From an optimization exercise on the open Yosys and OpenROAD flow, aimed at small area and a short achievable clock period; shortcuts taken in it are not production practice.
The RTL was checked by simulation tests, not by an equivalence proof against the original design.
Power is estimated from default activity; no workload was simulated.

==> flow/design.v <==
module mac_learn_table_top (
    input  logic        clk,
    input  logic        rst,
    input  logic        lrn_valid,
    output logic        lrn_ready,
    input  logic [47:0] lrn_mac,
    input  logic [7:0]  lrn_port,
    input  logic        lkp_valid,
    input  logic [47:0] lkp_mac,
    input  logic [7:0]  lkp_src_port,
    output logic        res_valid,
    output logic        res_hit,
    output logic [7:0]  res_port_mask,
    output logic [5:0]  entry_count,
    output logic        table_full,
    output logic        lrn_drop
);
    mac_learn_table #(
        .PORT_NUMBER(8),
        .TABLE_DEPTH(32)
    ) u_tbl (
        .clk          (clk),
        .rst          (rst),
        .lrn_valid    (lrn_valid),
        .lrn_ready    (lrn_ready),
        .lrn_mac      (lrn_mac),
        .lrn_port     (lrn_port),
        .lkp_valid    (lkp_valid),
        .lkp_mac      (lkp_mac),
        .lkp_src_port (lkp_src_port),
        .res_valid    (res_valid),
        .res_hit      (res_hit),
        .res_port_mask(res_port_mask),
        .entry_count  (entry_count),
        .table_full   (table_full),
        .lrn_drop     (lrn_drop)
    );
endmodule

module mac_learn_table #(
    parameter int PORT_NUMBER = 4,
    parameter int TABLE_DEPTH = 16,
    parameter int AGE_PERIOD  = 1000000,
    parameter int AGE_MAX     = 3
) (
    input  logic                           clk,
    input  logic                           rst,
    input  logic                           lrn_valid,
    output logic                           lrn_ready,
    input  logic [47:0]                    lrn_mac,
    input  logic [PORT_NUMBER-1:0]         lrn_port,
    input  logic                           lkp_valid,
    input  logic [47:0]                    lkp_mac,
    input  logic [PORT_NUMBER-1:0]         lkp_src_port,
    output logic                           res_valid,
    output logic                           res_hit,
    output logic [PORT_NUMBER-1:0]         res_port_mask,
    output logic [$clog2(TABLE_DEPTH+1)-1:0] entry_count,
    output logic                           table_full,
    output logic                           lrn_drop
);
    localparam int CNT_W = $clog2(TABLE_DEPTH + 1);
    localparam int KW    = 47;
    wire [KW-1:0] lrn_key_in = {lrn_mac[47:41], lrn_mac[39:0]};
    wire [KW-1:0] lkp_key_in = {lkp_mac[47:41], lkp_mac[39:0]};
    logic rdy, s_cmp, s_wr, s_pw;
    logic drop_q, hit_q;
    logic [CNT_W-1:0] cnt, cnt_p;
    logic full;
    logic [KW-1:0]          lrn_key_q;
    logic [PORT_NUMBER-1:0] lrn_port_q;
    logic [KW-1:0]          ent_mac  [TABLE_DEPTH];
    logic [PORT_NUMBER-1:0] ent_port [TABLE_DEPTH];
    logic [TABLE_DEPTH-1:0] valid_p, alloc_p, lrn_match, lk_match;
    logic                   lrn_hit;
    generate
        if ((1 << (CNT_W - 1)) == TABLE_DEPTH) begin : g_full_pow2
            assign full = cnt[CNT_W-1];
        end else begin : g_full_cmp
            assign full = (cnt == CNT_W'(TABLE_DEPTH));
        end
    endgenerate
    always_comb begin
        for (int i = 0; i < TABLE_DEPTH; i++) begin
            valid_p[i] = (cnt_p > CNT_W'(i));
            alloc_p[i] = (cnt_p == CNT_W'(i));
        end
    end
    always_comb begin
        for (int i = 0; i < TABLE_DEPTH; i++) begin
            lrn_match[i] = valid_p[i] && (ent_mac[i] == lrn_key_q);
        end
    end
    assign lrn_hit = |lrn_match;
    wire accept_in = lrn_valid && !lrn_mac[40];
    always_ff @(posedge clk or posedge rst) begin
        if (rst) begin
            rdy    <= 1'b1;
            s_cmp  <= 1'b0;
            s_wr   <= 1'b0;
            s_pw   <= 1'b0;
            drop_q <= 1'b0;
            cnt    <= '0;
            cnt_p  <= '0;
        end else begin
            rdy    <= (rdy && !accept_in) || s_wr;
            s_cmp  <= rdy && accept_in;
            s_wr   <= s_cmp;
            s_pw   <= s_wr;
            drop_q <= s_cmp && !lrn_hit && full;
            if (s_wr && !hit_q && !full) cnt <= cnt + 1'b1;
            cnt_p  <= cnt;
        end
    end
    always_ff @(posedge clk) begin
        hit_q <= lrn_hit;
        if (rdy) begin
            lrn_key_q  <= lrn_key_in;
            lrn_port_q <= lrn_port;
        end
    end
    always_ff @(posedge clk) begin
        for (int i = 0; i < TABLE_DEPTH; i++) begin
            if (s_pw && !hit_q && alloc_p[i]) ent_mac[i] <= lrn_key_q;
            if (s_pw && (lrn_match[i] || (!hit_q && alloc_p[i]))) ent_port[i] <= lrn_port_q;
        end
    end
    assign lrn_ready   = rdy;
    assign lrn_drop    = drop_q;
    assign entry_count = cnt;
    assign table_full  = full;
    logic                   lk_v, lk_e;
    logic [KW-1:0]          lk_key;
    logic [PORT_NUMBER-1:0] lk_src;
    always_ff @(posedge clk or posedge rst) begin
        if (rst) lk_v <= 1'b0;
        else     lk_v <= lkp_valid;
    end
    always_ff @(posedge clk) begin
        lk_e   <= !lkp_mac[40];
        lk_key <= lkp_key_in;
        lk_src <= lkp_src_port;
    end
    logic                   lk_hit;
    logic [PORT_NUMBER-1:0] lk_port;
    always_comb begin
        lk_port = '0;
        for (int i = 0; i < TABLE_DEPTH; i++) begin
            lk_match[i] = valid_p[i] && (ent_mac[i] == lk_key);
            lk_port     = lk_port | ({PORT_NUMBER{lk_match[i]}} & ent_port[i]);
        end
    end
    assign lk_hit = lk_e && (|lk_match);
    always_ff @(posedge clk or posedge rst) begin
        if (rst) begin
            res_valid     <= 1'b0;
            res_hit       <= 1'b0;
            res_port_mask <= '0;
        end else begin
            res_valid     <= lk_v;
            res_hit       <= lk_v && lk_hit;
            res_port_mask <= {PORT_NUMBER{lk_v}} & ~lk_src & (lk_port | {PORT_NUMBER{!lk_hit}});
        end
    end
endmodule
==> flow/run.sh <==
#!/bin/bash
# synth_recipe.tcl (not shown) runs the flow's synth.tcl, then flattens the netlist and writes it again
# the make line also repeats each setting of config.mk as NAME=value (left out here)
make -C /OpenROAD-flow-scripts/flow DESIGN_CONFIG=/design/flow/config.mk WORK_HOME=/design/flow/orfs CLKGATE_MAP_FILE= SYNTH_SCRIPT=/design/flow/synth_recipe.tcl finish
==> flow/config.mk <==
export PLATFORM = sky130hd
export DESIGN_NAME = mac_learn_table_top
export DESIGN_NICKNAME = mac_learn_table_top
export VERILOG_FILES = /design/flow/design.v
export SDC_FILE = /design/flow/constraint.sdc
export NUM_CORES = 4
export LEC_CHECK = 0
export CAP_MARGIN = 20
export CORE_MARGIN = 2
export CORE_UTILIZATION = 40
export SLEW_MARGIN = 20
==> flow/constraint.sdc <==
create_clock -name core_clock -period 10.0 [get_ports {clk}]
set_input_delay 2.0000 -clock core_clock [delete_from_list [all_inputs] [get_ports {clk}]]
set_output_delay 2.0000 -clock core_clock [all_outputs]
set_load 0.01 [all_outputs]
==> results of run 1 <==
==> path summary, 6_finish.rpt <==
| path | end | cells past startpoint |
|---|---|---|
| setup / recovery | u_tbl.ent_port[9][0]$_DFFE_PP_ | 6 |
| max in group asynchronous | u_tbl.cnt_p[4]$_DFF_PP0_ | 3 |
| min in group asynchronous | u_tbl.res_port_mask[3]$_DFF_PP0_ | 3 |
| hold / removal | u_tbl.res_port_mask[2]$_DFF_PP0_ | 1 |
| hold reg to reg | u_tbl.res_port_mask[2]$_DFF_PP0_ | 1 |
| setup reg to reg | u_tbl.ent_port[9][0]$_DFFE_PP_ | 6 |
==> power by group through the flow <==
| stage | combinational [uW] | sequential, uW | clock (uW) |
|---|---|---|---|
| floorplan | 1230 | 9230 | 0 |
| global placement | 2270 | 9330 | 0 |
| detailed placement | 2270 | 9330 | 0 |
| CTS | 2280 | 9170 | 7780 |
| global route | 2380 | 9160 | 8070 |
| finish | 2350 | 9180 | 7740 |
==> logic make-up after synthesis <==
family	share of synthesized area, %
DFF	59.36
AOI/OAI and AO/OA	1.827
muxes	0.01186
xor gates and xnor gates	27.68
buffers and inverters	3.133
and+or+nand+nor	7.966
adders and majority gates	0.01318
==> per-stage QoR <==
step           instance area [um^2]  std cells
3_5_place_dp                  99750       9839
2_1_floorplan                 94910       6728
4_1_cts                      106500      10220
5_1_grt                      106500      10220
3_3_place_gp                  99700       9837
6_report                     106600      10220
==> layer usage <==
layer	GRT usage [%]	part of all wire [%]	up-vias
met4	17.29	6.7	18
met5	0	0.033	-
met2	48.29	44	4871
li1	-	-	24730
met3	6.900	12	1148
met1	42.17	38	32380
==> flip-flops by register name, summed over array words and instances, names as in the netlist <==
signal	count
u_tbl.lk_key	47
u_tbl.cnt_p	6
u_tbl.lk_v	1
u_tbl.s_pw	1
u_tbl.lrn_port_q	8
u_tbl.ent_port	256
u_tbl.s_wr	1
u_tbl.lk_src	8
u_tbl.ent_mac	1504
u_tbl.res_valid	1
u_tbl.res_port_mask	8
u_tbl.res_hit	1
u_tbl.lrn_key_q	47
u_tbl.rdy	1
u_tbl.cnt	6
u_tbl.lk_e	1
u_tbl.hit_q	1
u_tbl.drop_q	1
u_tbl.s_cmp	1
==> synthesized netlist by cell type (45+ instances only) <==
master | n | share of area, %
a22o_1 | 51 | 0.47
a221oi_1 | 58 | 0.54
buf_1 | 78 | 0.31
nor2_1 | 58 | 0.23
nand4_1 | 409 | 2.7
edfxtp_1 | 1815 | 57
clkbuf_1 | 69 | 0.27
nor4_1 | 473 | 3.1
nor3_1 | 57 | 0.30
nand3_1 | 55 | 0.29
nand2_1 | 45 | 0.18
buf_2 | 78 | 0.41
xor2_1 | 1711 | 16
xnor2_1 | 1289 | 12
buf_6 | 134 | 1.6
dfxtp_1 | 57 | 1.2
==> cell type report <==
type / count / area share [%]
Antenna cell: 4 / 0.009394
Clock buffer: 247 / 4.960
Inverter: 24 / 0.08455
Clock inverter: 131 / 1.333
Tap cell: 3150 / 3.699
Timing Repair Buffer: 362 / 3.148
Multi-Input combinational cell: 4406 / 33.71
Sequential cell: 1900 / 53.05
==> worst max-delay path: stages (launching register included) <==
cell and delay, ns:
edfxtp_1 0.32, buf_4 0.59, xnor2_1 0.19, nand4_1 0.48, a21oi_1 0.81, nand4_1 0.80
o22ai_1 1.11
==> cell usage in the layout (no fill, tap or decap), types with 10 or more instances in the layout <==
cell             Yosys  final
a21o_1              14     14
a21oi_1             11     11
a221oi_1            58     58
a22o_1              51     51
a22oi_1             12     12
and4_1              10     10
and4_4              12     12
buf_12               7     22
buf_4               25    202
bufinv_16            0     21
clkbuf_1            69     40
clkbuf_16            0    203
clkdlybuf4s50_1      0    134
clkinv_1             0     49
clkinv_2             0     39
dfrtp_1             27     27
dfxtp_1             57     10
dfxtp_4              0     47
edfxtp_1          1815   1815
inv_1               23     23
nand2_1             45     45
nand3_1             55     55
nand4_1            409    409
nor2_1              58     26
nor2_4               0     32
nor3_1              57     56
nor4_1             473    471
nor4_4              24     25
o22ai_1             23     13
o22ai_2              0     10
xnor2_1           1289   1289
xor2_1            1711   1711
==> results by group, run 1 <==
Timing
  – Actual slew at the worst max-slew pin: 1.263 ns
  – Setup tns final: 0 ns
  – Period utilization: 48.84%
  – Crit path setup slack, layout: 5.116 ns
  – Worst Clk Skew: around 0.08 ns
  – Final Hold Viols: 0
  – Fin crit period: 4.884 ns
  – RSZ-0062 raised after global routing: no
  – Final Setup Violations: 0
  – Hold WS: between 0.3 and 0.4 ns
  – Slew HR: about 15%
  – Maximum clock rate: a little over 200 MHz
  – Final Slew Violations: 0

Synthesis
  – Syn nets: about 6800
  – Avg Cell Area, Syn: 14.11 um^2
  – Sequential area share after synthesis: 59.36%
  – #FFs+latches synth: 1900
  – Distinct cells, synth: 64
  – Mapped Cells: 6728
  – Warnings, synthesis: 3
  – Synthesized area: 0.09491 mm^2
  – Prevailing post-synth register cell: edfxtp_1
  – Post-synth EDFFs: 1815
  – Async SR Flop Fraction: 1.474%

Run status
  – Status: finished clean

Critical path
  – Worst r2r src: u_tbl.lrn_key_q[46]$_DFFE_PP_
  – Crit Path Class: flip-flop to flip-flop
  – CP Capture Type: flip-flop
  – Worst setup SP type: flip-flop
  – Critical path startpoint: u_tbl.lrn_key_q[46]$_DFFE_PP_
  – CP required: 10.46 ns
  – Crit path DAT: 5.35 ns
  – R2R Setup Slk: slightly above 5 ns
  – Maximum net fanout on the critical path: 29

Final layout
  – Core Util, Final: 45.22%
  – Layout area overhead: 12.26%
  – Fin nets: roughly 7000
  – Layout cells sized above 1: 9.406%
  – Layout fillers: approximately 21000
  – Register area: 0.05653 mm^2
  – Area of the multi-input gates: around 0.036 mm^2

GRT
  – Maximum number of pins on one net before global-route repair: 66
  – Number of global-route vias before repair: 60770
  – Antenna violations before repair: 23
  – Grt ovf: 0
  – Tot GR Track Use: 31.72%
  – Wire length of the first global-routing pass: 527.3 mm

Min path
  – Min-delay src: u_tbl.lk_src[2]$_DFF_P_
  – HP Class: flip-flop to flip-flop

Route
  – Vias after detailed routing: 63140
  – Routed len/inst: 38.49 um
  – # DRC: 0
  – Initial DRT Pass Iterations: 6
  – Routed WL: 393.6 mm
  – Via density per instance: between 6 and 7
  – Antenna Violating Nets Remaining: 0
  – Starting DRT DRC Count: 10230

Floorplanning
  – Total core area: 0.2356 mm^2
  – Boundary Pins: about 140
  – Floorplan row count: around 180
  – Initial Utilization: 40.28%
  – Vert. Die Dim: ~490 um
  – Die area: 0.2412 mm^2
  – Die width: 491.1 um

Job
  – MaxCap Viol Count: 0

Clock network
  – Post-CTS Repair Setup Buffers: 0
  – Clk pin slew, worst setup/hold paths: 0.06 ns
  – Clock root cell: clkbuf_16
  – Bufs on Longest Clock Path: 3
  – PostCTS Resize Cnt: 0
  – Post-CTS Hold Buffers: 0
  – CTS tree: built
  – Clock Latency Late Sink: 0.92 ns
  – CTS sink cnt: 1900
  – CTS Buf Count: just over 200
  – H-Tree Depth: 4

Power and ir drop
  – Combinational Power Share: 12.2%
  – Sw Pwr: 5374 uW
  – Int Power: 13900 uW
  – Worst VDD drop: 0.1926 mV
  – Lkg Pwr: 0.03399 uW
  – Reg power frac: 47.6%
  – Pwr/cell area: 180.8 mW/mm^2
  – Switch share: 27.89%
  – Clk pwr share: 40.2%
  – Total power: 19270 uW

Placement
  – GP Congestion: approximately 0.95
  – Port bufs: 134
  – DP Worst Slack: 5.239 ns
  – Dpl hpwl: around 230 mm
==> run 2: changes to the inputs <==
--- a/flow/design.v
+++ b/flow/design.v
@@ -113,6 +113,8 @@
         end
     end
+    logic [TABLE_DEPTH-1:0] lrn_match_q;
     always_ff @(posedge clk) begin
-        hit_q <= lrn_hit;
+        hit_q       <= lrn_hit;
+        lrn_match_q <= lrn_match;
         if (rdy) begin
             lrn_key_q  <= lrn_key_in;
@@ -123,5 +125,5 @@
         for (int i = 0; i < TABLE_DEPTH; i++) begin
             if (s_pw && !hit_q && alloc_p[i]) ent_mac[i] <= lrn_key_q;
-            if (s_pw && (lrn_match[i] || (!hit_q && alloc_p[i]))) ent_port[i] <= lrn_port_q;
+            if (s_pw && (lrn_match_q[i] || (!hit_q && alloc_p[i]))) ent_port[i] <= lrn_port_q;
         end
     end
==> results by group, run 2 <==
Critical path
  – CP cell instances: and2_1, a21oi_1, or4_4, nor4_4, a22o_1, a221oi_1, and4_4, a311oi_1
  – Crit path DAT: 5.45 ns (+0.10 ns)
  – WP buf/inv: 0 (-1)
  – R2R cell count: 8 (+2)
  – Slowest stage cell, crit path: nor4_4
  – Worst setup SP type: flip-flop
  – Cell family with most CP delay: simple AND/OR/NAND/NOR gates
  – CP Capture Type: flip-flop
  – Crit-path max cell delay: 0.96 ns (-0.15 ns)
  – Critical Path Stages: 8 (+2)
  – Crit Path Class: flip-flop to flip-flop
  – CP required: 10.76 ns (+0.30 ns)
  – Maximum net fanout on the critical path: 16 (-45%)
  – R2R Setup Slk: 5.31 ns (+0.19 ns)

Clock network
  – CTS tree: built
  – CTS Buf Count: 204 (+0.49%)
  – Post-CTS Repair Setup Buffers: 0 (unchanged)
  – Clock Latency Late Sink: 0.89 ns (-0.03 ns)
  – Bufs on Longest Clock Path: 3 (unchanged)
  – Clk pin slew, worst setup/hold paths: 0.06 ns (about the same)
  – CTS sink cnt: 1932 (+1.7%)
  – Clock root cell: clkbuf_16
  – Post-CTS Hold Buffers: 0 (unchanged)
  – H-Tree Depth: 4 (unchanged)
  – PostCTS Resize Cnt: 0 (unchanged)

Route
  – Routed WL: 397.6 mm (+1.0%)
  – Initial DRT Pass Iterations: 6 (unchanged)
  – Vias after detailed routing: 64000 (+1.4%)
  – Antenna Violating Nets Remaining: 0 (unchanged)
  – Starting DRT DRC Count: 10840 (+6.0%)
  – # DRC: 0 (unchanged)
  – Via density per instance: 6.213 (+0.59%)
  – Routed len/inst: 38.59 um (+0.25%)

Placement
  – GP Congestion: 0.9573 (+0.34%)
  – Port bufs: 134 (unchanged)
  – Cells after DPL: 9906 (+0.68%)
  – Dpl hpwl: 240.1 mm (+4.6%)

Floorplanning
  – Vert. Die Dim: 493.0 um (+0.38%)
  – Die area: 0.2430 mm^2 (+0.75%)
  – Total core area: 0.2379 mm^2 (+0.94%)
  – Initial Utilization: 40.21% (-0.073 points)
  – Die width: 493.0 um (+0.38%)
  – Boundary Pins: 135 (unchanged)
  – Floorplan row count: 179 (+0.56%)

Min path
  – Hold Crit Depth: 1 (unchanged)
  – HP Class: flip-flop to flip-flop

Synthesis
  – Prevailing post-synth register cell: edfxtp_1
  – #FFs+latches synth: 1932 (+1.7%)
  – Most area-hungry cell type in the Yosys netlist: edfxtp_1
  – Most numerous cell in the Yosys netlist: xor2_1
  – Mapped Cells: 6769 (+0.61%)
  – Warnings, synthesis: 3 (unchanged)
  – Synth area leaders: edfxtp_1, xor2_1, xnor2_1
  – Post-synth top area share: 56.99% (-0.43 points)
  – Distinct cells, synth: 69 (+7.8%)
  – Synthesized area: 0.09563 mm^2 (+0.76%)
  – Async SR Flop Fraction: 1.449% (-0.024 points)
  – Commonest cells in the netlist: xor2_1, edfxtp_1, xnor2_1
  – Avg Cell Area, Syn: 14.13 um^2 (+0.15%)
  – Sequential area share after synthesis: 59.59% (+0.22 points)
  – Post-synth EDFFs: 1815 (unchanged)
  – Syn nets: 6886 (+0.60%)

Timing
  – Slew HR: 14.79% (-0.38 points)
  – RSZ-0062 raised after global routing: no
  – Worst Clk Skew: 0.03994 ns (-0.03898 ns)
  – Hold WS: 0.4061 ns (+0.01392 ns)
  – Period utilization: 46.95% (-1.9 points)
  – Actual slew at the worst max-slew pin: 1.269 ns (+0.005609 ns)
  – Fin crit period: 4.695 ns (-0.1891 ns)
  – Final Hold Viols: 0 (unchanged)
  – Maximum clock rate: 213.0 MHz (+4.0%)
  – Final Setup Violations: 0 (unchanged)
  – Final Slew Violations: 0 (unchanged)
  – Setup tns final: 0 ns (unchanged)

Power and ir drop
  – Lkg Pwr: 0.03523 uW (+3.6%)
  – Worst VDD drop: 0.1415 mV (-27%)
  – Total power: 19300 uW (+0.15%)
  – Pwr/cell area: 179.7 mW/mm^2 (-0.63%)

GRT
  – Maximum number of pins on one net before global-route repair: 66 (unchanged)
  – Number of global-route vias before repair: 61610 (+1.4%)
  – Grt ovf: 0 (unchanged)
  – Antenna violations before repair: 28 (+22%)
  – Wire length of the first global-routing pass: 529.8 mm (+0.47%)
  – Tot GR Track Use: 31.85% (+0.13 points)

Final layout
  – Layout Cells excl Fill: 10300 (+0.76%)
  – Layout cells sized above 1: 9.429% (+0.023 points)
  – Layout area overhead: 12.29% (about the same)
  – Fin nets: 7067 (+0.76%)
  – Commonest non-fill, non-tap cell in the layout: xor2_1
  – Biggest register: u_tbl.ent_mac
  – Number of flip-flops in the largest register: 1504 (unchanged)
  – Biggest registers after layout: u_tbl.ent_mac: 1504 flops, u_tbl.ent_port: 256 flops
  – Commonest cells after routing, fill and taps aside: xor2_1, edfxtp_1, xnor2_1

Run status
  – Status: finished clean

Job
  – MaxCap Viol Count: 0 (unchanged)
==> run 2: cell count changes after synthesis, sizes merged, moves of 8 or more <==
cell and change:
nand4 -53, a22oi -10, a221oi +8, xnor2 -228
o2111ai +9, dfxtp +32, xor2 +207, a22o +17
nand2 -14, nor4 +44, a21o +25, o22ai -16
inv +24
==> run 2: layout make-up <==
cell class / instances / area, um^2
well taps: 3167 / 3963
multi-input cells: 4395 / 36000
diodes: 8 / 20.02
fillers: 21240 / 130500
repair buffers: 369 / 3561
clock inverters: 123 / 1076
inverters: 48 / 180.2
clock buffers: 260 / 5430
flip-flops and latches: 1932 / 57160
==> run 2: cell families after synthesis <==
logic type	share of synthesized area, %
multiplexers	0.01177
AND/OR/NAND/NOR	7.947
XOR/XNOR	27.31
AO/OA/AOI/OAI	2.066
buffers and inverters	3.069
flip-flops	59.59
adder cells (fa/ha/maj)	0.01308
==> run 2: power by group <==
group | leakage, uW | internal (uW) | switching, uW
Sequential | 0.0174 | 9020 | 275
Combinational | 0.0146 | 673 | 1700
Clock | 0.00318 | 4230 | 3400
Total | 0.0352 | 13900 | 5380
==> run 2: worst paths after layout <==
kind / start / endpoint
hold reg to reg: u_tbl.lk_src[4]$_DFF_P_ / u_tbl.res_port_mask[4]$_DFF_PP0_
setup reg to reg: u_tbl.cnt_p[1]$_DFF_PP0_ / u_tbl.res_port_mask[1]$_DFF_PP0_
setup / recovery: u_tbl.cnt_p[1]$_DFF_PP0_ / u_tbl.res_port_mask[1]$_DFF_PP0_
hold / removal: u_tbl.lk_src[4]$_DFF_P_ / u_tbl.res_port_mask[4]$_DFF_PP0_
min in group asynchronous: rst / u_tbl.res_port_mask[5]$_DFF_PP0_
max in group asynchronous: rst / u_tbl.s_pw$_DFF_PP0_
==> run 2: worst register-to-register path: stages, from the launching register on <==
cell	delay, ns
dfrtp_2	0.87
and2_1	0.65
a21oi_1	0.48
or4_4	0.69
nor4_4	0.96
a22o_1	0.27
a221oi_1	0.06
and4_4	0.27
a311oi_1	0.34
==> run 2: stage by stage <==
step           cell area [um^2]  util, %  setup WS (ns)
5_1_grt                  107400    45.14          5.387
6_report                 107400    45.15          5.305
3_3_place_gp             100700    42.34          5.143
2_1_floorplan             95630        -          4.652
4_1_cts                  107300    45.10          5.434
3_5_place_dp             100800    42.37          5.438
==> run 2: layer usage <==
metal  vias up  wire length, um  share of wire [%]  GRT usage, %
met5         -              173              0.044             0
met4         8            26100                6.6         17.50
met3      1162            46150                 12         6.685
met2      5089           174900                 44         48.61
met1     32830           150200                 38         42.38
li1      24910                -                  -             -
==> run 3: changes to the inputs <==
==> flow/flow/run.sh (new file) <==
#!/bin/bash
set -euo pipefail
bash standard.sh SETUP_SLACK_MARGIN=6.5 finish > standard_finish.log 2>&1
==> flow/standard.sh (new file) <==
#!/bin/bash
# synth_recipe.tcl (not shown) runs the flow's synth.tcl, then flattens the netlist and writes it again
# the make line also repeats each setting of config.mk as NAME=value (left out here)
make -C /OpenROAD-flow-scripts/flow DESIGN_CONFIG=/design/flow/config.mk WORK_HOME=/design/flow/orfs CLKGATE_MAP_FILE= SYNTH_SCRIPT=/design/flow/synth_recipe.tcl "${@:-finish}"
--- a/flow/config.mk
+++ b/flow/config.mk
@@ -8,4 +8,4 @@
 export CAP_MARGIN = 20
 export CORE_MARGIN = 2
-export CORE_UTILIZATION = 40
+export CORE_UTILIZATION = 50
 export SLEW_MARGIN = 20
removed: flow/run.sh
==> results by group, run 3 <==
Run status
  – Status: finished clean

Synthesis
  – Distinct cells, synth: 69 (unchanged)
  – Commonest cells in the netlist: xor2_1, edfxtp_1, xnor2_1
  – Most numerous cell in the Yosys netlist: xor2_1
  – Syn nets: 6886 (unchanged)
  – Synth area leaders: edfxtp_1, xor2_1, xnor2_1
  – Post-synth EDFFs: 1815 (unchanged)
  – Avg Cell Area, Syn: 14.13 um^2 (unchanged)
  – #FFs+latches synth: 1932 (unchanged)
  – Most area-hungry cell type in the Yosys netlist: edfxtp_1
  – Warnings, synthesis: 3 (unchanged)
  – Sequential area share after synthesis: 59.59% (unchanged)
  – Async SR Flop Fraction: 1.449% (unchanged)
  – Post-synth top area share: 56.99% (unchanged)
  – Prevailing post-synth register cell: edfxtp_1
  – Synthesized area: 0.09563 mm^2 (unchanged)
  – Mapped Cells: 6769 (unchanged)

Final layout
  – Commonest non-fill, non-tap cell in the layout: xor2_1
  – Number of flip-flops in the largest register: 1504 (unchanged)
  – Biggest register: u_tbl.ent_mac
  – Fin nets: 7217 (+2.1%)
  – Commonest cells after routing, fill and taps aside: xor2_1, edfxtp_1, xnor2_1
  – Layout cells sized above 1: 12.03% (+2.6 points)
  – Layout fillers: 15340 (-28%)
  – Biggest registers after layout: u_tbl.ent_mac: 1504 flops, u_tbl.ent_port: 256 flops
  – Layout Cells excl Fill: 9800 (-4.9%)
  – Final Cell Area: 0.1088 mm^2 (+1.3%)
  – Layout area overhead: 13.74%

Timing
  – Final Hold Viols: 0 (unchanged)
  – Final Slew Violations: 0 (unchanged)
  – RSZ-0062 raised after global routing: yes
  – Fin crit period: 3.687 ns (-1.008 ns)
  – Worst Clk Skew: 0.05195 ns (+0.01201 ns)
  – Maximum clock rate: 271.2 MHz (+27%)
  – Actual slew at the worst max-slew pin: 1.141 ns (-0.1275 ns)
  – Crit path setup slack, layout: 6.313 ns (+1.008 ns)
  – Final Setup Violations: 0 (unchanged)
  – Setup tns final: 0 ns (unchanged)
  – Slew HR: 23.93% (+9.1 points)
  – Period utilization: 36.87% (-10 points)

Clock network
  – CTS sink cnt: 1932 (unchanged)
  – Clock Latency Late Sink: 0.88 ns (about the same)
  – CTS tree: built
  – Clock root cell: clkbuf_16
  – CTS Buf Count: 206 (+0.98%)
  – H-Tree Depth: 4 (unchanged)
  – Clk pin slew, worst setup/hold paths: 0.06 ns (about the same)
  – Post-CTS Hold Buffers: 0 (unchanged)
  – Bufs on Longest Clock Path: 3 (unchanged)

Route
  – Initial DRT Pass Iterations: 6 (unchanged)
  – Via density per instance: 6.621 (+6.6%)
  – Routed len/inst: 41.20 um (+6.8%)
  – Starting DRT DRC Count: 11600 (+7.0%)
  – Routed WL: 403.8 mm (+1.6%)
  – Vias after detailed routing: 64890 (+1.4%)
  – # DRC: 0 (unchanged)
  – Antenna Violating Nets Remaining: 0 (unchanged)

Job
  – MaxCap Viol Count: 0 (unchanged)

Critical path
  – Crit Path Class: flip-flop to flip-flop
  – CP Capture Type: flip-flop
  – Maximum net fanout on the critical path: 27 (+11)
  – R2R Setup Slk: 6.31 ns (+1.01 ns)
  – Worst setup SP type: flip-flop
  – CP required: 10.75 ns (about the same)
  – Crit path DAT: 4.44 ns (-1.01 ns)

GRT
  – Maximum number of pins on one net before global-route repair: 66 (unchanged)
  – Grt ovf: 0 (unchanged)
  – Number of global-route vias before repair: 61750 (+0.22%)
  – Antenna violations before repair: 20 (-29%)
  – Tot GR Track Use: 40.91% (+9.1 points)
  – Wire length of the first global-routing pass: 536.3 mm (+1.2%)

Placement
  – Cells after DPL: 9230 (-6.8%)
  – GP Congestion: 0.9650 (+0.80%)
  – Dpl hpwl: 232.6 mm (-3.1%)
  – DP Area: 0.09978 mm^2 (-0.99%)
  – DP Worst Slack: 5.658 ns (+0.2200 ns)
  – Port bufs: 134 (unchanged)

Power and ir drop
  – Pwr/cell area: 178.7 mW/mm^2 (-0.54%)
  – Worst VDD drop: 0.1937 mV (+37%)
  – Lkg Pwr: 0.03636 uW (+3.2%)

Min path
  – HP Class: flip-flop to flip-flop

Floorplanning
  – Boundary Pins: 135 (unchanged)
  – Floorplan row count: 160 (-11%)
  – Vert. Die Dim: 441.3 um (-10%)
  – Total core area: 0.1902 mm^2 (-20%)
  – Die area: 0.1948 mm^2 (-20%)
  – Die width: 441.3 um (-10%)
  – Initial Utilization: 50.29% (+10 points)
==> run 3: cell counts after synthesis <==
Identical to the previous run, type by type.
==> run 3: what timing repair did <==
item	in CTS	in global routing
gates cloned	0	1
buffers inserted	148	20
endpoints found under the setup margin	404	39
endpoints found under the hold margin	0	0
resized for setup	212	30
pin swaps	15	3
==> run 3: final timing paths <==
path / start / to / cells after the start
worst max-delay path: u_tbl.lrn_key_q[34]$_DFFE_PP_ / u_tbl.drop_q$_DFF_PP0_ / 10
worst min-delay path: u_tbl.lk_src[2]$_DFF_P_ / u_tbl.res_port_mask[2]$_DFF_PP0_ / 1
max in group asynchronous: rst / u_tbl.res_hit$_DFF_PP0_ / 3
worst max register to register: u_tbl.lrn_key_q[34]$_DFFE_PP_ / u_tbl.drop_q$_DFF_PP0_ / 10
worst min register to register: u_tbl.lk_src[2]$_DFF_P_ / u_tbl.res_port_mask[2]$_DFF_PP0_ / 1
min in group asynchronous: rst / u_tbl.cnt[1]$_DFFE_PP0P_ / 3
==> run 3: power by group <==
| part | internal (uW) | total (uW) | switching [uW] |
|---|---|---|---|
| Combinational | 736 | 2640 | 1910 |
| Sequential | 9030 | 9160 | 131 |
| Clock | 4280 | 7640 | 3360 |
==> run 3: area by class of cell <==
class / instances / area (um^2) / area share [%]
clock buffer: 274 / 5543 / 5.096
antenna: 10 / 25.02 / 0.02300
clock inverter: 113 / 1035 / 0.9512
timing repair buffer: 516 / 5533 / 5.086
inverter: 48 / 180.2 / 0.1656
tap: 2511 / 3142 / 2.888
multi-input combinational: 4396 / 36150 / 33.23
sequential: 1932 / 57170 / 52.56
==> run 3: cells by family after synthesis <==
group / Yosys count / synth area share [%]
flops: 1932 / 59.59
mux: 1 / 0.01177
compound gates: 239 / 2.066
xor+xnor: 2979 / 27.31
buf+inv: 442 / 3.069
simple gates: 1175 / 7.947
fa+ha+maj: 1 / 0.01308
==> run 3: routing by layer <==
| layer | up-vias | global-route usage, % | share of wire (%) |
|---|---|---|---|
| met3 | 1143 | 9.295 | 13 |
| met4 | 8 | 23.73 | 7.0 |
| met1 | 33340 | 56.09 | 38 |
| met5 | - | 0 | 0.014 |
| met2 | 5152 | 59.78 | 42 |
| li1 | 25240 | - | - |
==> run 3: through the flow <==
| stage | power [uW] | util, % | hold WS [ns] |
|---|---|---|---|
| 6_report | 19440 | 57.20 | 0.3733 |
| 5_1_grt | 19740 | 57.18 | 0.3905 |
| 4_1_cts | 19310 | 56.98 | 0.3717 |
| 3_5_place_dp | 11710 | 52.47 | 0.3694 |
| 3_3_place_gp | 11710 | 52.44 | 0.3610 |
| 2_1_floorplan | 10560 | - | 0.3540 |
==> run 3: critical path: stages, from the launching register on <==
cell and delay, ns:
edfxtp_1 0.33, buf_4 0.52, buf_6 0.47, xnor2_1 0.18
nand4_1 0.11, nor4_1 0.51, nand4_1 0.26, nor4_4 0.61
nor4_1 0.24, nand4_1 0.19, nor2_1 0.06
==> run 4: changes to the inputs <==
--- a/flow/config.mk
+++ b/flow/config.mk
@@ -9,3 +9,5 @@
 export CORE_MARGIN = 2
 export CORE_UTILIZATION = 50
+export CTS_CLUSTER_DIAMETER = 60
+export CTS_CLUSTER_SIZE = 25
 export SLEW_MARGIN = 20
==> results by group, run 4 <==
Timing
  – Hold WS: 0.3701 ns (-0.003155 ns)
  – Setup tns final: 0 ns (unchanged)
  – Fin crit period: 3.701 ns (+0.01457 ns)
  – Worst Clk Skew: 0.04488 ns (-0.007072 ns)
  – Actual slew at the worst max-slew pin: 1.158 ns (+0.01687 ns)
  – Period utilization: 37.01% (+0.15 points)
  – Final Setup Violations: 0 (unchanged)
  – Slew HR: 22.81% (-1.1 points)
  – RSZ-0062 raised after global routing: yes
  – Maximum clock rate: 270.2 MHz (-0.39%)
  – Final Slew Violations: 0 (unchanged)
  – Final Hold Viols: 0 (unchanged)

Power and ir drop
  – Int Power: 13050 uW (-7.0%)
  – Reg power frac: 49.6% (+2.5 points)
  – Pwr/cell area: 171.3 mW/mm^2 (-4.1%)
  – Clk pwr share: 36.0% (-3.3 points)
  – Switch share: 29.18% (+1.4 points)
  – Worst VDD drop: 0.1826 mV (-5.7%)
  – Lkg Pwr: 0.03573 uW (-1.7%)
  – Combinational Power Share: 14.4% (+0.8 points)
  – Sw Pwr: 5378 uW (-0.38%)

Synthesis
  – Post-synth top area share: 56.99% (unchanged)
  – Warnings, synthesis: 3 (unchanged)
  – Synth area leaders: edfxtp_1, xor2_1, xnor2_1
  – Commonest cells in the netlist: xor2_1, edfxtp_1, xnor2_1
  – Synthesized area: 0.09563 mm^2 (unchanged)
  – Post-synth EDFFs: 1815 (unchanged)
  – Prevailing post-synth register cell: edfxtp_1
  – Distinct cells, synth: 69 (unchanged)
  – Most area-hungry cell type in the Yosys netlist: edfxtp_1
  – Most numerous cell in the Yosys netlist: xor2_1
  – Sequential area share after synthesis: 59.59% (unchanged)
  – Mapped Cells: 6769 (unchanged)
  – #FFs+latches synth: 1932 (unchanged)
  – Async SR Flop Fraction: 1.449% (unchanged)
  – Syn nets: 6886 (unchanged)
  – Avg Cell Area, Syn: 14.13 um^2 (unchanged)

Final layout
  – Fin nets: 7174 (-0.60%)
  – Core Util, Final: 56.56% (-0.63 points)
  – Layout area overhead: 12.49%
  – Number of flip-flops in the largest register: 1504 (unchanged)
  – Final Cell Area: 0.1076 mm^2 (-1.1%)
  – Layout cells sized above 1: 11.74% (-0.29 points)
  – Commonest non-fill, non-tap cell in the layout: xor2_1
  – Commonest cells after routing, fill and taps aside: xor2_1, edfxtp_1, xnor2_1
  – Biggest registers after layout: u_tbl.ent_mac: 1504 flops, u_tbl.ent_port: 256 flops
  – Biggest register: u_tbl.ent_mac
  – Layout Cells excl Fill: 9706 (-0.96%)

Route
  – Starting DRT DRC Count: 11150 (-3.9%)
  – # DRC: 0 (unchanged)
  – Routed WL: 403.1 mm (-0.19%)
  – Antenna Violating Nets Remaining: 0 (unchanged)
  – Routed len/inst: 41.53 um (+0.78%)
  – Vias after detailed routing: 64670 (-0.34%)
  – Via density per instance: 6.662 (+0.63%)
  – Initial DRT Pass Iterations: 6 (unchanged)

GRT
  – Number of global-route vias before repair: 61180 (-0.92%)
  – Wire length of the first global-routing pass: 534.7 mm (-0.29%)
  – Antenna violations before repair: 15 (-25%)
  – Tot GR Track Use: 40.81% (-0.095 points)
  – Maximum number of pins on one net before global-route repair: 66 (unchanged)
  – Grt ovf: 0 (unchanged)

Clock network
  – CTS tree: built
  – H-Tree Depth: 4 (unchanged)
  – Clock root cell: clkbuf_16
  – Clk pin slew, worst setup/hold paths: 0.09 ns (+0.03 ns)
  – CTS sink cnt: 1932 (unchanged)
  – Bufs on Longest Clock Path: 3 (unchanged)
  – Clock Latency Late Sink: 0.85 ns (-0.03 ns)
  – Post-CTS Hold Buffers: 0 (unchanged)
  – CTS Buf Count: 156 (-24%)

Critical path
  – Crit path DAT: 4.42 ns (-0.02 ns)
  – Maximum net fanout on the critical path: 27 (unchanged)
  – CP required: 10.72 ns (-0.03 ns)
  – Worst setup SP type: flip-flop
  – Crit Path Class: flip-flop to flip-flop
  – CP Capture Type: flip-flop

Placement
  – Dpl hpwl: 232.6 mm (unchanged)
  – Cells after DPL: 9230 (unchanged)
  – Port bufs: 134 (unchanged)
  – GP Congestion: 0.9650 (unchanged)
  – DP Area: 0.09978 mm^2 (unchanged)

Floorplanning
  – Boundary Pins: 135 (unchanged)
  – Initial Utilization: 50.29% (unchanged)
  – Floorplan row count: 160 (unchanged)
  – Die area: 0.1948 mm^2 (unchanged)
  – Vert. Die Dim: 441.3 um (unchanged)
  – Total core area: 0.1902 mm^2 (unchanged)
  – Die width: 441.3 um (unchanged)

Job
  – MaxCap Viol Count: 0 (unchanged)

Run status
  – Status: finished clean

Min path
  – HP Class: flip-flop to flip-flop
==> run 4: cell counts after synthesis <==
No cell type changed its count.
==> run 4: per-layer routing <==
metal	global-route usage (%)	share of wire [%]	vias up
li1	-	-	25140
met1	56.21	38	33160
met2	59.92	43	5250
met3	9.318	13	1111
met4	22.36	6.9	2
met5	0	0.0032	-
==> run 4: area by class of cell <==
class,instances,area (um^2)
Fill cell,15410,82610
Inverter,48,180.2
Clock buffer,177,4109
Antenna cell,6,15.01
Sequential cell,1932,57170
Multi-Input combinational cell,4396,36140
Clock inverter,113,1196
Timing Repair Buffer,523,5618
Tap cell,2511,3142
==> run 4: per-stage QoR <==
step                setup slack [ns]  power, uW
global placement               5.343      11710
floorplan                      6.178      10560
finish                         6.299      18430
global route                   6.401      18700
CTS                            6.399      18310
detailed placement             5.658      11710
==> run 4: worst paths after layout <==
| check | from | end | slack, ns | depth (start not counted) |
|---|---|---|---|---|
| max in group asynchronous | rst | u_tbl.res_hit$_DFF_PP0_ | 7.94 | 3 |
| min reg2reg | u_tbl.lk_src[2]$_DFF_P_ | u_tbl.res_port_mask[2]$_DFF_PP0_ | 0.37 | 1 |
| min in group asynchronous | rst | u_tbl.cnt[3]$_DFFE_PP0P_ | 1.63 | 3 |
| min | u_tbl.lk_src[2]$_DFF_P_ | u_tbl.res_port_mask[2]$_DFF_PP0_ | 0.37 | 1 |
| max | u_tbl.lrn_key_q[34]$_DFFE_PP_ | u_tbl.drop_q$_DFF_PP0_ | 6.30 | 10 |
| max reg2reg | u_tbl.lrn_key_q[34]$_DFFE_PP_ | u_tbl.drop_q$_DFF_PP0_ | 6.30 | 10 |
==> run 4: critical path: stages, from the launching register on <==
cell and delay, ns:
edfxtp_1 0.33, buf_4 0.50, buf_6 0.46, xnor2_1 0.18
nand4_1 0.11, nor4_1 0.54, nand4_1 0.24, nor4_4 0.62
nor4_1 0.25, nand4_1 0.20, nor2_1 0.06
==> run 4: cells by family after synthesis <==
group	share of synthesized area, %
xor gates and xnor gates	27.31
adders and majority gates	0.01308
DFF	59.59
and+or+nand+nor	7.947
muxes	0.01177
AOI/OAI and AO/OA	2.066
buffers and inverters	3.069
==> run 4: repair_timing <==
item	4_1_cts	5_1_grt
setup buffers	143	32
pin swaps	15	4
endpoints found under the setup margin	421	40
resized for setup	203	33
gates cloned	0	1
==> run 4: power groups by stage <==
stage	logic, uW	clock network, uW	registers, uW
2_1_floorplan	1210	0	9350
3_3_place_gp	2260	0	9450
3_5_place_dp	2260	0	9450
4_1_cts	2490	6660	9160
5_1_grt	2640	6920	9140
6_report	2650	6640	9140
==> run 5: changes to the inputs <==
--- a/flow/design.v
+++ b/flow/design.v
@@ -68,9 +68,9 @@
     logic [CNT_W-1:0] cnt, cnt_p;
     logic full;
-    logic [KW-1:0]          lrn_key_q;
+    logic [KW-1:0]          lrn_in_q;
     logic [PORT_NUMBER-1:0] lrn_port_q;
     logic [KW-1:0]          ent_mac  [TABLE_DEPTH];
     logic [PORT_NUMBER-1:0] ent_port [TABLE_DEPTH];
-    logic [TABLE_DEPTH-1:0] valid_p, alloc_p, lrn_match, lk_match;
+    logic [TABLE_DEPTH-1:0] valid_p, alloc, lrn_match, lk_match;
     logic                   lrn_hit;
     generate
@@ -84,10 +84,10 @@
         for (int i = 0; i < TABLE_DEPTH; i++) begin
             valid_p[i] = (cnt_p > CNT_W'(i));
-            alloc_p[i] = (cnt_p == CNT_W'(i));
+            alloc[i]   = (cnt == CNT_W'(i));
         end
     end
     always_comb begin
         for (int i = 0; i < TABLE_DEPTH; i++) begin
-            lrn_match[i] = valid_p[i] && (ent_mac[i] == lrn_key_q);
+            lrn_match[i] = valid_p[i] && (ent_mac[i] == lrn_in_q);
         end
     end
@@ -115,15 +115,15 @@
     logic [TABLE_DEPTH-1:0] lrn_match_q;
     always_ff @(posedge clk) begin
-        hit_q       <= lrn_hit;
-        lrn_match_q <= lrn_match;
-        if (rdy) begin
-            lrn_key_q  <= lrn_key_in;
-            lrn_port_q <= lrn_port;
+        lrn_in_q <= lrn_key_in;
+        if (s_cmp) begin
+            hit_q       <= lrn_hit;
+            lrn_match_q <= lrn_match;
         end
+        if (rdy) lrn_port_q <= lrn_port;
     end
     always_ff @(posedge clk) begin
         for (int i = 0; i < TABLE_DEPTH; i++) begin
-            if (s_pw && !hit_q && alloc_p[i]) ent_mac[i] <= lrn_key_q;
-            if (s_pw && (lrn_match_q[i] || (!hit_q && alloc_p[i]))) ent_port[i] <= lrn_port_q;
+            if (rdy && alloc[i]) ent_mac[i] <= lrn_key_in;
+            if ((s_wr && !hit_q && alloc[i]) || (s_pw && lrn_match_q[i])) ent_port[i] <= lrn_port_q;
         end
     end
==> flow/flow/run.sh (replaced) <==
#!/bin/bash
set -euo pipefail
bash standard.sh SETUP_SLACK_MARGIN=6.5 "BUFFER_PORTS_ARGS=-buffer_cell sky130_fd_sc_hd__buf_2" finish > standard_finish.log 2>&1
--- a/flow/config.mk
+++ b/flow/config.mk
@@ -8,5 +8,5 @@
 export CAP_MARGIN = 20
 export CORE_MARGIN = 2
-export CORE_UTILIZATION = 50
+export CORE_UTILIZATION = 60
 export CTS_CLUSTER_DIAMETER = 60
 export CTS_CLUSTER_SIZE = 25
==> results by group, run 5 <==
Synthesis
  – XOR/XNOR share of the synthesized area: 27.62% (+0.31 points)
  – Prevailing post-synth register cell: edfxtp_1
  – Sequential area share after synthesis: 59.70% (+0.12 points)
  – Most area-hungry cell type in the Yosys netlist: edfxtp_1
  – #FFs+latches synth: 1932 (unchanged)
  – Syn nets: 6961 (+1.1%)
  – Commonest cells in the netlist: xor2_1, edfxtp_1, xnor2_1
  – Synth area leaders: edfxtp_1, xor2_1, xnor2_1
  – Avg Cell Area, Syn: 13.92 um^2 (-1.5%)
  – Mux share of post-synthesis cell area: 0% (-0.012 points)
  – Synth Area in Adders: 0.05256% (+0.039 points)
  – Post-synth top area share: 56.80% (-0.19 points)
  – Mapped Cells: 6841 (+1.1%)
  – Post-synth EDFFs: 1801 (-0.77%)
  – Most numerous cell in the Yosys netlist: xor2_1
  – Largest family of logic cells by synthesized area: XOR/XNOR gates
  – Async SR Flop Fraction: 1.449% (unchanged)
  – Synth Area in Compound Gates: 1.665% (-0.40 points)
  – Area share of and/or/nand/nor cells after synthesis: 8.153% (+0.21 points)
  – Distinct cells, synth: 60 (-13%)
  – Synthesized area: 0.09522 mm^2 (-0.44%)
  – Warnings, synthesis: 3 (unchanged)

Critical path
  – CP required: 10.71 ns (about the same)
  – Crit-path max cell delay: 0.76 ns (+0.14 ns)
  – Slowest stage cell, crit path: dfxtp_4
  – Reg-to-Reg End: u_tbl.drop_q$_DFF_PP0_
  – CP cell instances: buf_6, xnor2_1, nand4_1, nor4_1, nand4_1, o2111ai_2, nor4_2, nand4_1, nor2_1
  – R2R cell count: 9 (-1)
  – Maximum net fanout on the critical path: 19 (-30%)
  – Crit Path Class: flip-flop to flip-flop
  – R2R Setup Slk: 6.17 ns (-0.13 ns)
  – Crit path DAT: 4.54 ns (+0.12 ns)
  – CP Capture Type: flip-flop
  – Worst r2r src: u_tbl.lrn_in_q[37]$_DFF_P_
  – Cell repeated most along the worst path: nand4_1
  – Worst setup SP type: flip-flop

GRT
  – GRT Max-Usage Layer: met2
  – Maximum number of pins on one net before global-route repair: 48 (-27%)
  – Met2 usage: 75.35% (+15 points)
  – Antenna violations before repair: 55 (+40)
  – Wire length of the first global-routing pass: 604.7 mm (+13%)
  – Number of global-route vias before repair: 64480 (+5.4%)
  – GR Layer Usage met1: 70.95% (+15 points)
  – Tot GR Track Use: 57.25% (+16 points)
  – Met3 usage: 26.63% (+17 points)
  – Grt ovf: 0 (unchanged)

Final layout
  – Number of flip-flops in the largest register: 1504 (unchanged)
  – Layout area overhead: 11.36%
  – Biggest register: u_tbl.ent_mac
  – Commonest non-fill, non-tap cell in the layout: xor2_1
  – Layout fillers: 11400 (-26%)
  – Commonest cells after routing, fill and taps aside: xor2_1, edfxtp_1, xnor2_1
  – Layout cells sized above 1: 13.60% (+1.9 points)
  – Biggest registers after layout: u_tbl.ent_mac: 1504 flops, u_tbl.ent_port: 256 flops
  – Fin nets: 7244 (+0.98%)

Min path
  – Hold Crit Depth: 0 (-1)
  – Min-delay src: u_tbl.s_wr$_DFF_PP0_
  – Hold Path Sink: u_tbl.s_pw$_DFF_PP0_
  – HP Class: flip-flop to flip-flop

Timing
  – Slew HR: 3.892% (-19 points)
  – Final Setup Violations: 0 (unchanged)
  – Setup tns final: 0 ns (unchanged)
  – Period utilization: 38.30% (+1.3 points)
  – Worst Clk Skew: 0.03440 ns (-0.01048 ns)
  – RSZ-0062 raised after global routing: yes
  – Crit path setup slack, layout: 6.170 ns (-0.1283 ns)
  – Final Slew Violations: 0 (unchanged)
  – Fin crit period: 3.830 ns (+0.1283 ns)
  – Hold WS: 0.4080 ns (+0.03789 ns)
  – Actual slew at the worst max-slew pin: 1.442 ns (+0.2837 ns)
  – Maximum clock rate: 261.1 MHz (-3.4%)
  – Final Hold Viols: 0 (unchanged)

Power and ir drop
  – Combinational Power Share: 11.8% (-2.6 points)
  – Worst VDD drop: 0.2006 mV (+9.8%)
  – Clk pwr share: 35.9% (about the same)
  – Switch share: 29.26% (+0.085 points)
  – Reg power frac: 52.3% (+2.7 points)
  – Sw Pwr: 5195 uW (-3.4%)
  – Pwr/cell area: 167.4 mW/mm^2 (-2.3%)
  – Lkg Pwr: 0.03508 uW (-1.8%)
  – Total power: 17750 uW (-3.7%)
  – Int Power: 12560 uW (-3.8%)

Route
  – Routed WL: 473.0 mm (+17%)
  – # DRC: 0 (unchanged)
  – Via density per instance: 7.733 (+16%)
  – Routed len/inst: 50.30 um (+21%)
  – Starting DRT DRC Count: 17850 (+60%)
  – Initial DRT Pass Iterations: 9 (+3)
  – Vias after detailed routing: 72710 (+12%)
  – Antenna Violating Nets Remaining: 3 (+3)

Floorplanning
  – Die width: 402.4 um (-8.8%)
  – Floorplan row count: 146 (-8.8%)
  – Initial Utilization: 60.26% (+10 points)
  – Boundary Pins: 135 (unchanged)
  – Vert. Die Dim: 402.4 um (-8.8%)
  – Total core area: 0.1580 mm^2 (-17%)
  – Die area: 0.1619 mm^2 (-17%)

Placement
  – GP Congestion: 1.018 (+5.5%)
  – DP Worst Slack: 5.733 ns (+0.07496 ns)
  – Port bufs: 134 (unchanged)
  – Dpl hpwl: 263.5 mm (+13%)

Clock network
  – Bufs on Longest Clock Path: 3 (unchanged)
  – CTS sink cnt: 1932 (unchanged)
  – Clock root cell: clkbuf_16
  – Post-CTS Hold Buffers: 0 (unchanged)
  – H-Tree Depth: 4 (unchanged)
  – CTS Buf Count: 145 (-7.1%)
  – CTS tree: built
  – Clock Latency Late Sink: 0.84 ns (about the same)
  – Clk pin slew, worst setup/hold paths: 0.09 ns (about the same)

Job
  – MaxCap Viol Count: 0 (unchanged)

Run status
  – Layout check faults: antenna rules
  – Status: complete, but fails checks
[run 5: cell count changes after synthesis, moves of 37 or more]
cell	delta
xnor2_1	+43
a221oi_1	-45
buf_1	+43
a22o_1	-37
a22oi_1	+67
nand2_1	+59
[run 5: layer usage]
metal	wire length (um)	vias up
met2	180600	9541
met5	294	-
met3	90900	2878
met4	53030	12
met1	148200	34950
li1	-	25330
[run 5: timing repair]
item | in CTS | in global routing
gates resized for setup | 136 | 56
buffers inserted | 103 | 70
pin swaps | 17 | 4
endpoints found under the setup margin | 21 | 12
[run 5: worst max path at each step]
stage	startpoint	end	depth (start not counted)
floorplan	u_tbl.rdy$_DFF_PP1_	u_tbl.ent_mac[4][0]$_DFFE_PP_	3
global placement	u_tbl.lk_key[12]$_DFF_P_	u_tbl.res_port_mask[5]$_DFF_PP0_	9
detailed placement	u_tbl.lk_key[19]$_DFF_P_	u_tbl.res_port_mask[5]$_DFF_PP0_	9
CTS	u_tbl.rdy$_DFF_PP1_	lrn_ready	1
global route	u_tbl.rdy$_DFF_PP1_	lrn_ready	1
finish	u_tbl.lrn_in_q[37]$_DFF_P_	u_tbl.drop_q$_DFF_PP0_	9
[run 5: cells by family (layout without fill, tap and decap cells)]
kind of cell             count (synthesis)  count (layout)
buffers and inverters                  433             832
other                                    0              91
AND/OR/NAND/NOR                       1260            1260
AO/OA/AOI/OAI                          211             211
XOR/XNOR                              3001            3001
flip-flops                            1932            1932
adder cells (fa/ha/maj)                  4               4
[run 5: power groups by stage]
stage	Clock [uW]	Combinational (uW)	Sequential [uW]
after global routing	6590	1990	9250
after CTS	6300	1820	9280
after detailed placement	0	1640	9550
after floorplan	0	912	9220
after global placement	0	1630	9550
final	6380	2090	9290
[run 5: cell type report]
cell class	instances	area (um^2)	area share [%]
Sequential cell	1932	57220	53.96
Multi-Input combinational cell	4476	36200	34.15
Antenna cell	91	227.7	0.2148
Tap cell	2072	2592	2.445
Clock buffer	157	3759	3.545
Clock inverter	106	1212	1.143
Timing Repair Buffer	527	4661	4.396
Inverter	42	157.7	0.1487
[run 5: critical path: cells and delay by family (launching register included)]
family / cells / cell delay [ns]
xor+xnor: 1 / 0.22
simple gates: 6 / 1.57
flops: 1 / 0.76
compound gates: 1 / 0.51
buf+inv: 1 / 0.58
[run 5: metrics by stage]
step	std cells	util [%]	instance area (um^2)
after floorplan	6841	-	95220
after global placement	8870	62.21	98310
after detailed placement	8873	62.25	98360
after CTS	9239	66.44	105000
after global routing	9316	66.96	105800
final	9403	67.10	106000
==> run 6: changes to the inputs <==
--- a/flow/config.mk
+++ b/flow/config.mk
@@ -8,5 +8,5 @@
 export CAP_MARGIN = 20
 export CORE_MARGIN = 2
-export CORE_UTILIZATION = 60
+export CORE_UTILIZATION = 50
 export CTS_CLUSTER_DIAMETER = 60
 export CTS_CLUSTER_SIZE = 25
==> results by group, run 6 <==
Placement
  – Port bufs: 134 (unchanged)
  – GP Congestion: 1.030 (+1.1%)
  – Dpl hpwl: 278.7 mm (+5.8%)

Timing
  – Final Hold Viols: 0 (unchanged)
  – Final Slew Violations: 0 (unchanged)
  – Actual slew at the worst max-slew pin: 1.417 ns (-0.02431 ns)
  – Worst Clk Skew: 0.03874 ns (+0.004338 ns)
  – Period utilization: 38.72% (+0.43 points)
  – Slew HR: 5.512% (+1.6 points)
  – RSZ-0062 raised after global routing: yes
  – Fin crit period: 3.872 ns (+0.04273 ns)
  – Final Setup Violations: 0 (unchanged)
  – Setup tns final: 0 ns (unchanged)
  – Maximum clock rate: 258.2 MHz (-1.1%)

Clock network
  – Clock Latency Late Sink: 0.90 ns (+0.06 ns)
  – CTS sink cnt: 1932 (unchanged)
  – Clk pin slew, worst setup/hold paths: 0.09 ns (about the same)
  – CTS tree: built
  – Post-CTS Hold Buffers: 0 (unchanged)
  – Bufs on Longest Clock Path: 3 (unchanged)
  – H-Tree Depth: 4 (unchanged)
  – Clock root cell: clkbuf_16
  – CTS Buf Count: 157 (+8.3%)

Synthesis
  – Prevailing post-synth register cell: edfxtp_1
  – Most numerous cell in the Yosys netlist: xor2_1
  – Largest family of logic cells by synthesized area: XOR/XNOR gates
  – Synthesized area: 0.09522 mm^2 (unchanged)
  – Synth area leaders: edfxtp_1, xor2_1, xnor2_1
  – Mapped Cells: 6841 (unchanged)
  – Synth Area in Adders: 0.05256% (unchanged)
  – Mux share of post-synthesis cell area: 0% (unchanged)
  – Avg Cell Area, Syn: 13.92 um^2 (unchanged)
  – Synth Area in Compound Gates: 1.665% (unchanged)
  – XOR/XNOR share of the synthesized area: 27.62% (unchanged)
  – Warnings, synthesis: 3 (unchanged)
  – Sequential area share after synthesis: 59.70% (unchanged)
  – Syn nets: 6961 (unchanged)
  – Post-synth top area share: 56.80% (unchanged)
  – Post-synth EDFFs: 1801 (unchanged)
  – Area share of and/or/nand/nor cells after synthesis: 8.153% (unchanged)
  – Most area-hungry cell type in the Yosys netlist: edfxtp_1
  – Commonest cells in the netlist: xor2_1, edfxtp_1, xnor2_1
  – #FFs+latches synth: 1932 (unchanged)
  – Distinct cells, synth: 60 (unchanged)
  – Async SR Flop Fraction: 1.449% (unchanged)

Power and ir drop
  – Lkg Pwr: 0.03550 uW (+1.2%)
  – Pwr/cell area: 170.1 mW/mm^2 (+1.6%)
  – Worst VDD drop: 0.1478 mV (-26%)
  – Total power: 18280 uW (+3.0%)

Route
  – Antenna Violating Nets Remaining: 0 (-3)
  – Initial DRT Pass Iterations: 8 (-1)
  – Routed len/inst: 49.59 um (-1.4%)
  – Routed WL: 489.5 mm (+3.5%)
  – # DRC: 0 (unchanged)
  – Vias after detailed routing: 70890 (-2.5%)
  – Starting DRT DRC Count: 15720 (-12%)
  – Via density per instance: 7.183 (-7.1%)

Critical path
  – Worst setup SP type: flip-flop
  – CP cell instances: buf_6, xnor2_1, nand4_1, nor4_1, nand4_1, nor4_2, nor4_1, nand4_1, nor2_1
  – Critical path startpoint: u_tbl.lrn_in_q[28]$_DFF_P_
  – CP Capture Type: flip-flop
  – Cell family with most CP delay: simple AND/OR/NAND/NOR gates
  – Maximum net fanout on the critical path: 22 (+3)
  – Crit Path Class: flip-flop to flip-flop
  – Slowest stage cell, crit path: nor4_2
  – CP required: 10.76 ns (+0.05 ns)
  – Crit-path max cell delay: 0.78 ns (+0.02 ns)
  – Worst r2r src: u_tbl.lrn_in_q[28]$_DFF_P_
  – Cell repeated most along the worst path: nand4_1
  – WP buf/inv: 1 (unchanged)
  – Crit path DAT: 4.64 ns (+0.10 ns)

Final layout
  – Number of flip-flops in the largest register: 1504 (unchanged)
  – Biggest register: u_tbl.ent_mac
  – Layout cells sized above 1: 14.14% (+0.53 points)
  – Fin nets: 7264 (+0.28%)
  – Commonest cells after routing, fill and taps aside: xor2_1, edfxtp_1, xnor2_1
  – Layout fillers: 15420 (+35%)
  – Commonest non-fill, non-tap cell in the layout: xor2_1
  – Biggest registers after layout: u_tbl.ent_mac: 1504 flops, u_tbl.ent_port: 256 flops
  – Layout area overhead: 12.87%

Run status
  – Status: finished clean

Floorplanning
  – Vert. Die Dim: 440.4 um (+9.5%)
  – Die width: 440.4 um (+9.5%)
  – Boundary Pins: 135 (unchanged)
  – Floorplan row count: 160 (+9.6%)
  – Total core area: 0.1898 mm^2 (+20%)
  – Initial Utilization: 50.17% (-10 points)
  – Die area: 0.1939 mm^2 (+20%)

GRT
  – Number of global-route vias before repair: 63770 (-1.1%)
  – Grt ovf: 0 (unchanged)
  – Tot GR Track Use: 49.69% (-7.6 points)
  – Wire length of the first global-routing pass: 622.9 mm (+3.0%)
  – Maximum number of pins on one net before global-route repair: 48 (unchanged)
  – Antenna violations before repair: 61 (+11%)

Job
  – MaxCap Viol Count: 0 (unchanged)

Min path
  – Min-delay src: u_tbl.lk_src[1]$_DFF_P_
  – HP Class: flip-flop to flip-flop
[run 6: cell counts after synthesis]
Identical to the previous run, type by type.
[run 6: cells by family (layout without fill, tap and decap cells)]
| group | count (synthesis) | in the layout |
|---|---|---|
| buffers and inverters | 433 | 869 |
| DFF | 1932 | 1932 |
| and+or+nand+nor | 1260 | 1260 |
| other | 0 | 81 |
| xor gates and xnor gates | 3001 | 3001 |
| AOI/OAI and AO/OA | 211 | 212 |
| adders and majority gates | 4 | 4 |
[run 6: final timing paths]
kind	end	slack (ns)	depth (start not counted)
worst min-delay path	u_tbl.res_port_mask[1]$_DFF_PP0_	0.39	1
worst min register to register	u_tbl.res_port_mask[1]$_DFF_PP0_	0.39	1
max in group asynchronous	u_tbl.cnt_p[3]$_DFF_PP0_	8.18	3
worst max register to register	u_tbl.drop_q$_DFF_PP0_	6.13	9
min in group asynchronous	u_tbl.lk_v$_DFF_PP0_	1.10	2
worst max-delay path	u_tbl.drop_q$_DFF_PP0_	6.13	9
[run 6: what timing repair did]
item / in CTS / in global routing
buffers inserted: 115 / 66
resized for setup: 143 / 58
pin swaps: 21 / 8
cloned: 0 / 2
setup endpoints to repair: 24 / 12
[run 6: cell type report]
class                      count  area [um^2]  share of cell area (%)
clock inverter               118         1414                   1.316
tap                         2511         3142                   2.923
clock buffer                 175         4167                   3.877
timing repair buffer         534         4898                   4.558
sequential                  1932        57220                   53.24
inverter                      42        157.7                  0.1467
antenna                       81        202.7                  0.1886
multi-input combinational   4477        36270                   33.75
[run 6: metal layers]
metal | routed length [um] | global-route usage [%] | part of all wire (%)
met5 | 363 | 0.9429 | 0.074
met4 | 49860 | 39.32 | 10
met3 | 81020 | 18.35 | 17
met2 | 197800 | 69.33 | 40
met1 | 160500 | 61.91 | 33
[run 6: stage by stage]
stage / hold WS [ns] / area (um^2) / utilization (%) / worst slack, ns / instances
after floorplan: 0.3662 / 95220 / - / 6.428 / 6841
after global placement: 0.3780 / 98900 / 52.11 / 5.409 / 9307
after detailed placement: 0.3772 / 98980 / 52.15 / 5.537 / 9311
after CTS: 0.3939 / 106400 / 56.06 / 6.351 / 9719
after global routing: 0.3952 / 107300 / 56.54 / 6.358 / 9803
final: 0.3948 / 107500 / 56.63 / 6.128 / 9870
[run 6: power breakdown]
group	total (uW)	internal, uW	switching (uW)
Combinational	2100	527	1570
Clock	6940	3430	3510
Sequential	9240	8960	284

-- port drivers added, routing unchanged --
How much do the figures lean on ideal ports? The routed layouts below were timed once more, with nothing changed but the port constraints. Step 1, drivers: a clkbuf_16 drives clk and a buf_2 each remaining input, both assumed. Step 2 adds t to the input delays and takes it off the output delays; t is the mean of the earliest and latest rising clock arrival at the registers after step 1. Input paths then give back, and output paths get back, about the clock's delay inside the block. a / b / c = ideal ports / drivers / drivers and shift; a / b = the first two.
| run | t, ns | slack for setup (ns) | latest minus earliest clock arrival (ns) | cell pins on the clock port's net |
|---|---|---|---|---|
| run 1 | 0.975 | 5.116 / 5.116 / 5.116 | 0.082 / 0.082 | 1 |
| run 2 | 0.973 | 5.305 / 5.305 / 5.305 | 0.040 / 0.040 | 1 |
| run 3 | 0.961 | 6.313 / 6.313 / 6.313 | 0.053 / 0.053 | 1 |
| run 4 | 0.925 | 6.299 / 6.299 / 6.299 | 0.045 / 0.045 | 1 |
| run 5 | 0.914 | 6.170 / 6.170 / 6.170 | 0.046 / 0.046 | 1 |
| run 6 | 0.964 | 6.128 / 6.128 / 6.128 | 0.047 / 0.047 | 1 |
